This is an optimization exercise on Yosys and OpenROAD, whose aim is small area and a short achievable clock period, not a production implementation. Only simulation tests tie the RTL to the original design; equivalence was not proved.

==> inputs of run a <==
==> flow/design.v <==
`default_nettype none
`timescale 1ns/10ps
module iq_wb_prio (
    input  logic [3-1:0]            wb_valid,
    input  logic [3*4-1:0] wb_tag,
    output logic [3-1:0]            wb_first    
);
    always_comb begin
        for (int p = 0; p < 3; p++) begin
            wb_first[p] = wb_valid[p];
            for (int q = 0; q < p; q++) begin
                if (wb_valid[q] && (wb_tag[q*4 +: 4]
                                    == wb_tag[p*4 +: 4]))
                    wb_first[p] = 1'b0;
            end
        end
    end
endmodule
module iq_wake (
    input  logic                               pending,
    input  logic [4-1:0]              tag,
    input  logic [3-1:0]            wb_first,
    input  logic [3*4-1:0] wb_tag,
    output logic [3-1:0]            hit
);
    always_comb begin
        for (int p = 0; p < 3; p++) begin
            hit[p] = pending && wb_first[p]
                     && (wb_tag[p*4 +: 4] == tag);
        end
    end
endmodule
`default_nettype wire
`default_nettype none
`timescale 1ns/10ps
module dispatch_capture (
    input  logic                               src1_pending,
    input  logic [4-1:0]              src1_tag,
    input  logic [32-1:0]                 src1_value,
    input  logic                               src2_pending,
    input  logic [4-1:0]              src2_tag,
    input  logic [32-1:0]                 src2_value,
    input  logic [3-1:0]            wb_first,     
    input  logic [3*4-1:0] wb_tag,
    output logic [(1 + 32)-1:0]                 src1_raw,    
    output logic [(1 + 32)-1:0]                 src2_raw,
    output logic [3-1:0]            src1_hit,    
    output logic [3-1:0]            src2_hit
);
    iq_wake u_wake1 (
        .pending  (src1_pending),
        .tag      (src1_tag),
        .wb_first (wb_first),
        .wb_tag   (wb_tag),
        .hit      (src1_hit)
    );
    iq_wake u_wake2 (
        .pending  (src2_pending),
        .tag      (src2_tag),
        .wb_first (wb_first),
        .wb_tag   (wb_tag),
        .hit      (src2_hit)
    );
    assign src1_raw = {src1_pending && !(|src1_hit), src1_value[32-1:4],
                       src1_pending ? src1_tag : src1_value[4-1:0]};
    assign src2_raw = {src2_pending && !(|src2_hit), src2_value[32-1:4],
                       src2_pending ? src2_tag : src2_value[4-1:0]};
endmodule
`default_nettype wire
`default_nettype none
`timescale 1ns/10ps
module iq_entry_array (
    input  logic                               clk,
    input  logic                               rst_n,
    input  logic                               flush,
    input  logic                               dispatch_valid,
    input  logic [2:0]                         dispatch_op,
    input  logic [4-1:0]              dispatch_dst_tag,
    input  logic [(1 + 32)-1:0]                 write_src1,    
    input  logic [(1 + 32)-1:0]                 write_src2,
    input  logic [3-1:0]            write_hit1,    
    input  logic [3-1:0]            write_hit2,
    input  logic [3-1:0]            wb_first,     
    input  logic [3*4-1:0] wb_tag,
    input  logic [3*32-1:0]    wb_data,
    input  logic                               issue_fire,
    output logic [8*(3 + 4 + 2 * (1 + 32))-1:0]      entries,      
    output logic [8-1:0]               pick,         
    output logic                               pick_mul,     
    output logic                               pick_div,     
    output logic                               full
);
    localparam int N  = 8;
    localparam int EW = (3 + 4 + 2 * (1 + 32));
    localparam int OW = (1 + 32);
    localparam int W  = 32;
    logic [N-1:0] valid;
    logic [N-1:0] valid_n;
    logic [N-1:0] wr;           
    logic [N-1:0] rdy_n;        
    logic [N-1:0] pick_n;
    logic [N*N-1:0] older;       
    logic [N*N-1:0] older_n;
    logic [N*N-1:0] before_n;    
    logic [N*EW-1:0] next_q;
    logic [N-1:0]    op2_n;
    assign full = &valid;
    always_comb begin
        logic seen;
        seen = 1'b0;
        for (int i = 0; i < N; i++) begin
            wr[i] = dispatch_valid && !full && !valid[i] && !seen;
            seen  = seen | !valid[i];
        end
    end
    assign valid_n = flush ? '0 : (wr | (valid & ~(pick & {N{issue_fire}})));
    always_ff @(posedge clk or negedge rst_n) begin
        if (!rst_n) begin
            valid <= '0;
        end else begin
            valid <= valid_n;
        end
    end
    always_comb begin
        older_n = '0;
        for (int i = 0; i < N; i++) begin
            for (int j = i + 1; j < N; j++) begin
                older_n[i*N+j] = wr[j] ? 1'b1 : wr[i] ? 1'b0 : older[i*N+j];
            end
        end
        before_n = '0;
        for (int i = 0; i < N; i++) begin
            for (int j = 0; j < N; j++) begin
                if (j < i) before_n[j*N+i] = older_n[j*N+i];
                if (j > i) before_n[j*N+i] = !older_n[i*N+j];
            end
        end
    end
    always_ff @(posedge clk) begin
        older <= older_n;
    end
    for (genvar i = 0; i < N; i++) begin : g_slot
        logic [3-1:0] hit1;
        logic [3-1:0] hit2;
        logic [OW-1:0]           src1;
        logic [OW-1:0]           src2;
        logic [OW-1:0]           src1_n;
        logic [OW-1:0]           src2_n;
        assign src1 = entries[i*EW + OW +: OW];
        assign src2 = entries[i*EW +: OW];
        iq_wake u_wake1 (
            .pending  (src1[OW-1]),
            .tag      (src1[4-1:0]),
            .wb_first (wb_first),
            .wb_tag   (wb_tag),
            .hit      (hit1)
        );
        iq_wake u_wake2 (
            .pending  (src2[OW-1]),
            .tag      (src2[4-1:0]),
            .wb_first (wb_first),
            .wb_tag   (wb_tag),
            .hit      (hit2)
        );
        logic [3-1:0] bus1;
        logic [3-1:0] bus2;
        logic                    take1;   
        logic                    take2;
        logic                    keep1;   
        logic                    keep2;
        assign bus1  = wr[i] ? write_hit1 : hit1;
        assign bus2  = wr[i] ? write_hit2 : hit2;
        assign take1 = wr[i] && !(|write_hit1);
        assign take2 = wr[i] && !(|write_hit2);
        assign keep1 = !wr[i] && !(|hit1);
        assign keep2 = !wr[i] && !(|hit2);
        assign src1_n[OW-1] = wr[i] ? write_src1[OW-1] : (src1[OW-1] && !(|hit1));
        assign src2_n[OW-1] = wr[i] ? write_src2[OW-1] : (src2[OW-1] && !(|hit2));
        assign src1_n[W-1:0] = ({W{take1}}   & write_src1[W-1:0])
                             | ({W{keep1}}   & src1[W-1:0])
                             | ({W{bus1[0]}} & wb_data[0 +: W])
                             | ({W{bus1[1]}} & wb_data[W +: W])
                             | ({W{bus1[2]}} & wb_data[2*W +: W]);
        assign src2_n[W-1:0] = ({W{take2}}   & write_src2[W-1:0])
                             | ({W{keep2}}   & src2[W-1:0])
                             | ({W{bus2[0]}} & wb_data[0 +: W])
                             | ({W{bus2[1]}} & wb_data[W +: W])
                             | ({W{bus2[2]}} & wb_data[2*W +: W]);
        assign next_q[i*EW +: EW] = wr[i]
            ? {dispatch_op, dispatch_dst_tag, src1_n, src2_n}
            : {entries[i*EW + 2*OW +: EW - 2*OW], src1_n, src2_n};
        assign rdy_n[i] = valid_n[i] && !src1_n[OW-1] && !src2_n[OW-1];
        assign op2_n[i] = next_q[i*EW + EW - 1];
    end
    always_ff @(posedge clk) begin
        entries <= next_q;
    end
    always_comb begin
        for (int i = 0; i < N; i++) begin
            logic blocked;
            blocked = 1'b0;
            for (int j = 0; j < N; j++) begin
                if (j != i) blocked = blocked | (rdy_n[j] && before_n[j*N+i]);
            end
            pick_n[i] = rdy_n[i] && !blocked;
        end
    end
    always_ff @(posedge clk or negedge rst_n) begin
        if (!rst_n) begin
            pick_mul <= 1'b0;
            pick_div <= 1'b0;
        end else begin
            pick_mul <= |(pick_n & ~op2_n);
            pick_div <= |(pick_n & op2_n);
        end
    end
    always_ff @(posedge clk) begin
        pick <= pick_n;
    end
endmodule
`default_nettype wire
`default_nettype none
`timescale 1ns/10ps
module issue_select (
    input  logic [8*(3 + 4 + 2 * (1 + 32))-1:0] entries,      
    input  logic [8-1:0]          pick,         
    input  logic                          pick_mul,     
    input  logic                          pick_div,     
    input  logic                          mul_ready,
    input  logic                          div_ready,
    output logic                          issue_fire,
    output logic [2:0]                    issue_op,
    output logic [4-1:0]         issue_dst_tag,
    output logic [32-1:0]            issue_rs1_value,
    output logic [32-1:0]            issue_rs2_value
);
    localparam int EW = (3 + 4 + 2 * (1 + 32));
    localparam int OW = (1 + 32);
    assign issue_fire = (pick_mul && mul_ready) || (pick_div && div_ready);
    always_comb begin
        issue_op        = '0;
        issue_dst_tag   = '0;
        issue_rs1_value = '0;
        issue_rs2_value = '0;
        for (int i = 0; i < 8; i++) begin
            issue_op        |= {3{pick[i]}} & entries[i*EW + EW - 3 +: 3];
            issue_dst_tag   |= {4{pick[i]}} & entries[i*EW + 2*OW +: 4];
            issue_rs1_value |= {32{pick[i]}} & entries[i*EW + OW +: 32];
            issue_rs2_value |= {32{pick[i]}} & entries[i*EW +: 32];
        end
    end
endmodule
`default_nettype wire
`default_nettype none
`timescale 1ns/10ps
module issue_queue (
    input  logic                               clk,
    input  logic                               rst_n,
    input  logic                               flush,
    input  logic                               dispatch_valid,
    input  logic [2:0]                         dispatch_op,
    input  logic [4-1:0]              dispatch_dst_tag,
    input  logic                               dispatch_src1_pending,
    input  logic [4-1:0]              dispatch_src1_tag,
    input  logic [32-1:0]                 dispatch_src1_value,
    input  logic                               dispatch_src2_pending,
    input  logic [4-1:0]              dispatch_src2_tag,
    input  logic [32-1:0]                 dispatch_src2_value,
    output logic                               full,
    input  logic [3-1:0]            wb_valid,     
    input  logic [3*4-1:0] wb_tag,       
    input  logic [3*32-1:0]    wb_data,      
    input  logic                               mul_ready,
    input  logic                               div_ready,
    output logic                               issue_valid,
    output logic [2:0]                         issue_op,
    output logic [4-1:0]              issue_dst_tag,
    output logic [32-1:0]                 issue_rs1_value,
    output logic [32-1:0]                 issue_rs2_value
);
    logic [(1 + 32)-1:0]            write_src1;   
    logic [(1 + 32)-1:0]            write_src2;
    logic [3-1:0]       write_hit1;   
    logic [3-1:0]       write_hit2;
    logic [8*(3 + 4 + 2 * (1 + 32))-1:0] entries;
    logic [8-1:0]          pick;
    logic                          pick_mul;
    logic                          pick_div;
    logic                          issue_fire;
    logic [3-1:0]       wb_first;     
    iq_wb_prio u_prio (
        .wb_valid (wb_valid),
        .wb_tag   (wb_tag),
        .wb_first (wb_first)
    );
    dispatch_capture u_capture (
        .src1_pending (dispatch_src1_pending),
        .src1_tag     (dispatch_src1_tag),
        .src1_value   (dispatch_src1_value),
        .src2_pending (dispatch_src2_pending),
        .src2_tag     (dispatch_src2_tag),
        .src2_value   (dispatch_src2_value),
        .wb_first     (wb_first),
        .wb_tag       (wb_tag),
        .src1_raw     (write_src1),
        .src2_raw     (write_src2),
        .src1_hit     (write_hit1),
        .src2_hit     (write_hit2)
    );
    iq_entry_array u_array (
        .clk              (clk),
        .rst_n            (rst_n),
        .flush            (flush),
        .dispatch_valid   (dispatch_valid),
        .dispatch_op      (dispatch_op),
        .dispatch_dst_tag (dispatch_dst_tag),
        .write_src1       (write_src1),
        .write_src2       (write_src2),
        .write_hit1       (write_hit1),
        .write_hit2       (write_hit2),
        .wb_first         (wb_first),
        .wb_tag           (wb_tag),
        .wb_data          (wb_data),
        .issue_fire       (issue_fire),
        .entries          (entries),
        .pick             (pick),
        .pick_mul         (pick_mul),
        .pick_div         (pick_div),
        .full             (full)
    );
    issue_select u_select (
        .entries         (entries),
        .pick            (pick),
        .pick_mul        (pick_mul),
        .pick_div        (pick_div),
        .mul_ready       (mul_ready),
        .div_ready       (div_ready),
        .issue_fire      (issue_fire),
        .issue_op        (issue_op),
        .issue_dst_tag   (issue_dst_tag),
        .issue_rs1_value (issue_rs1_value),
        .issue_rs2_value (issue_rs2_value)
    );
    assign issue_valid = issue_fire;   
endmodule
`default_nettype wire
==> flow/flow/run.sh <==
#!/bin/bash
# The standard layout, with plain buffers on the ports instead of the
# delay cells that buffer_ports picks by default
set -euo pipefail
export BUFFER_PORTS_ARGS="-buffer_cell sky130_fd_sc_hd__buf_2"
bash standard.sh finish > flow_make.log 2>&1
==> flow/standard.sh <==
#!/bin/bash
# synth_recipe.tcl (not shown) runs the flow's synth.tcl, then flattens the netlist and writes it again
# the make line also repeats each setting of config.mk as NAME=value (left out here)
make -C /OpenROAD-flow-scripts/flow DESIGN_CONFIG=/design/flow/config.mk WORK_HOME=/design/flow/orfs CLKGATE_MAP_FILE= SYNTH_SCRIPT=/design/flow/synth_recipe.tcl "${@:-finish}"
==> flow/config.mk <==
export PLATFORM = sky130hd
export DESIGN_NAME = issue_queue
export DESIGN_NICKNAME = issue_queue
export VERILOG_FILES = /design/flow/design.v
export SDC_FILE = /design/flow/constraint.sdc
export NUM_CORES = 4
export LEC_CHECK = 0
export CAP_MARGIN = 20
export CORE_MARGIN = 2
export CORE_UTILIZATION = 40
export CTS_BUF_LIST = sky130_fd_sc_hd__clkbuf_8
export CTS_CLUSTER_SIZE = 30
export SETUP_SLACK_MARGIN = 4.0
export SLEW_MARGIN = 20
==> flow/constraint.sdc <==
create_clock -name core_clock -period 7.5 [get_ports {clk}]
set_input_delay 1.5000 -clock core_clock [delete_from_list [all_inputs] [get_ports {clk}]]
set_output_delay 1.5000 -clock core_clock [all_outputs]
set_load 0.01 [all_outputs]
==> run b: changes against run a <==
--- a/flow/design.v
+++ b/flow/design.v
@@ -97,13 +97,12 @@
     logic [N-1:0] valid;
     logic [N-1:0] valid_n;
     logic [N-1:0] wr;           
-    logic [N-1:0] rdy_n;        
-    logic [N-1:0] pick_n;
+    logic [N-1:0] stay_rdy;     
+    logic         new_rdy;      
     logic [N*N-1:0] older;       
     logic [N*N-1:0] older_n;
     logic [N*N-1:0] before_n;    
     logic [N*EW-1:0] next_q;
-    logic [N-1:0]    op2_n;
     assign full = &valid;
     always_comb begin
         logic seen;
@@ -189,34 +188,56 @@
         assign next_q[i*EW +: EW] = wr[i]
             ? {dispatch_op, dispatch_dst_tag, src1_n, src2_n}
             : {entries[i*EW + 2*OW +: EW - 2*OW], src1_n, src2_n};
-        assign rdy_n[i] = valid_n[i] && !src1_n[OW-1] && !src2_n[OW-1];
-        assign op2_n[i] = next_q[i*EW + EW - 1];
+        assign stay_rdy[i] = valid[i] && !(pick[i] && issue_fire)
+                             && !(src1[OW-1] && !(|hit1)) && !(src2[OW-1] && !(|hit2));
     end
     always_ff @(posedge clk) begin
         entries <= next_q;
     end
+    logic [N*N-1:0] elder;      
+    logic           any_old;    
+    logic [N-1:0]   old_pick;   
+    logic           new_pick;   
+    logic [N-1:0]   op2;
+    always_comb begin
+        elder = '0;
+        for (int i = 0; i < N; i++) begin
+            for (int j = 0; j < N; j++) begin
+                if (j < i) elder[j*N+i] = older[j*N+i];
+                if (j > i) elder[j*N+i] = !older[i*N+j];
+            end
+        end
+        for (int i = 0; i < N; i++) begin
+            op2[i] = entries[i*EW + EW - 1];
+        end
+    end
+    assign any_old  = |stay_rdy;
+    assign new_pick = dispatch_valid && !full && new_rdy && !any_old;
+    assign new_rdy  = !write_src1[OW-1] && !write_src2[OW-1];
+    logic [N-1:0] pick_n;
     always_comb begin
         for (int i = 0; i < N; i++) begin
             logic blocked;
             blocked = 1'b0;
             for (int j = 0; j < N; j++) begin
-                if (j != i) blocked = blocked | (rdy_n[j] && before_n[j*N+i]);
+                if (j != i) blocked = blocked | (stay_rdy[j] && elder[j*N+i]);
             end
-            pick_n[i] = rdy_n[i] && !blocked;
+            old_pick[i] = stay_rdy[i] && !blocked;
+            pick_n[i]   = !flush && (old_pick[i] || (wr[i] && new_pick));
         end
     end
+    always_ff @(posedge clk) begin
+        pick <= pick_n;
+    end
     always_ff @(posedge clk or negedge rst_n) begin
         if (!rst_n) begin
             pick_mul <= 1'b0;
             pick_div <= 1'b0;
         end else begin
-            pick_mul <= |(pick_n & ~op2_n);
-            pick_div <= |(pick_n & op2_n);
+            pick_mul <= !flush && (|(old_pick & ~op2) || (new_pick && !dispatch_op[2]));
+            pick_div <= !flush && (|(old_pick & op2)  || (new_pick && dispatch_op[2]));
         end
     end
-    always_ff @(posedge clk) begin
-        pick <= pick_n;
-    end
 endmodule
 `default_nettype wire
 `default_nettype none
- CTS_BUF_LIST: sky130_fd_sc_hd__clkbuf_8 -> sky130_fd_sc_hd__clkbuf_16
- CTS_CLUSTER_DIAMETER: unset -> 80
- CTS_CLUSTER_SIZE: 30 -> 20
- SETUP_SLACK_MARGIN: 4.0 -> 3.85
==> summary of the runs <==
- Run b passed the timing, DRC and antenna checks. Run a completed with no timing, DRC or antenna violations.
- Against run b, the cell area of run a is larger by 7.0%.
- First-iteration DRC count: run b is larger than run a (about 4%).
- In run b the area after synthesis is lower than in run a, by 0.44%.
- Of run b and run a, run a has the higher die area (gap about 0.44%, measured against run a).

-- re-timing with driven ports --
In the flow no input, the clock included, has a driving cell. The finished layouts below were timed again as built, in two steps. Step 1 assumes that a clkbuf_16 drives the clock port and a buf_2 every other input. Step 2, shift: input delay + t, output delay - t, t = (earliest + latest rising clock arrival at the registers) / 2. This alone moves slack from input paths to output paths. Slacks: no drivers / after step 1 / after step 2; pairs: no drivers / after step 1.
run	t (ns)	setup slack, ns	hold WS [ns]
run a	0.820	3.702 / 3.634 / 3.055	0.474 / 0.474 / 0.474
run b	0.693	3.796 / 3.713 / 3.020	0.472 / 0.472 / 0.472
After both steps setup and hold are still met in every run listed. For run b, which loses most, drivers alone change the setup slack by -0.083 ns; drivers and shift together by -0.776 ns.
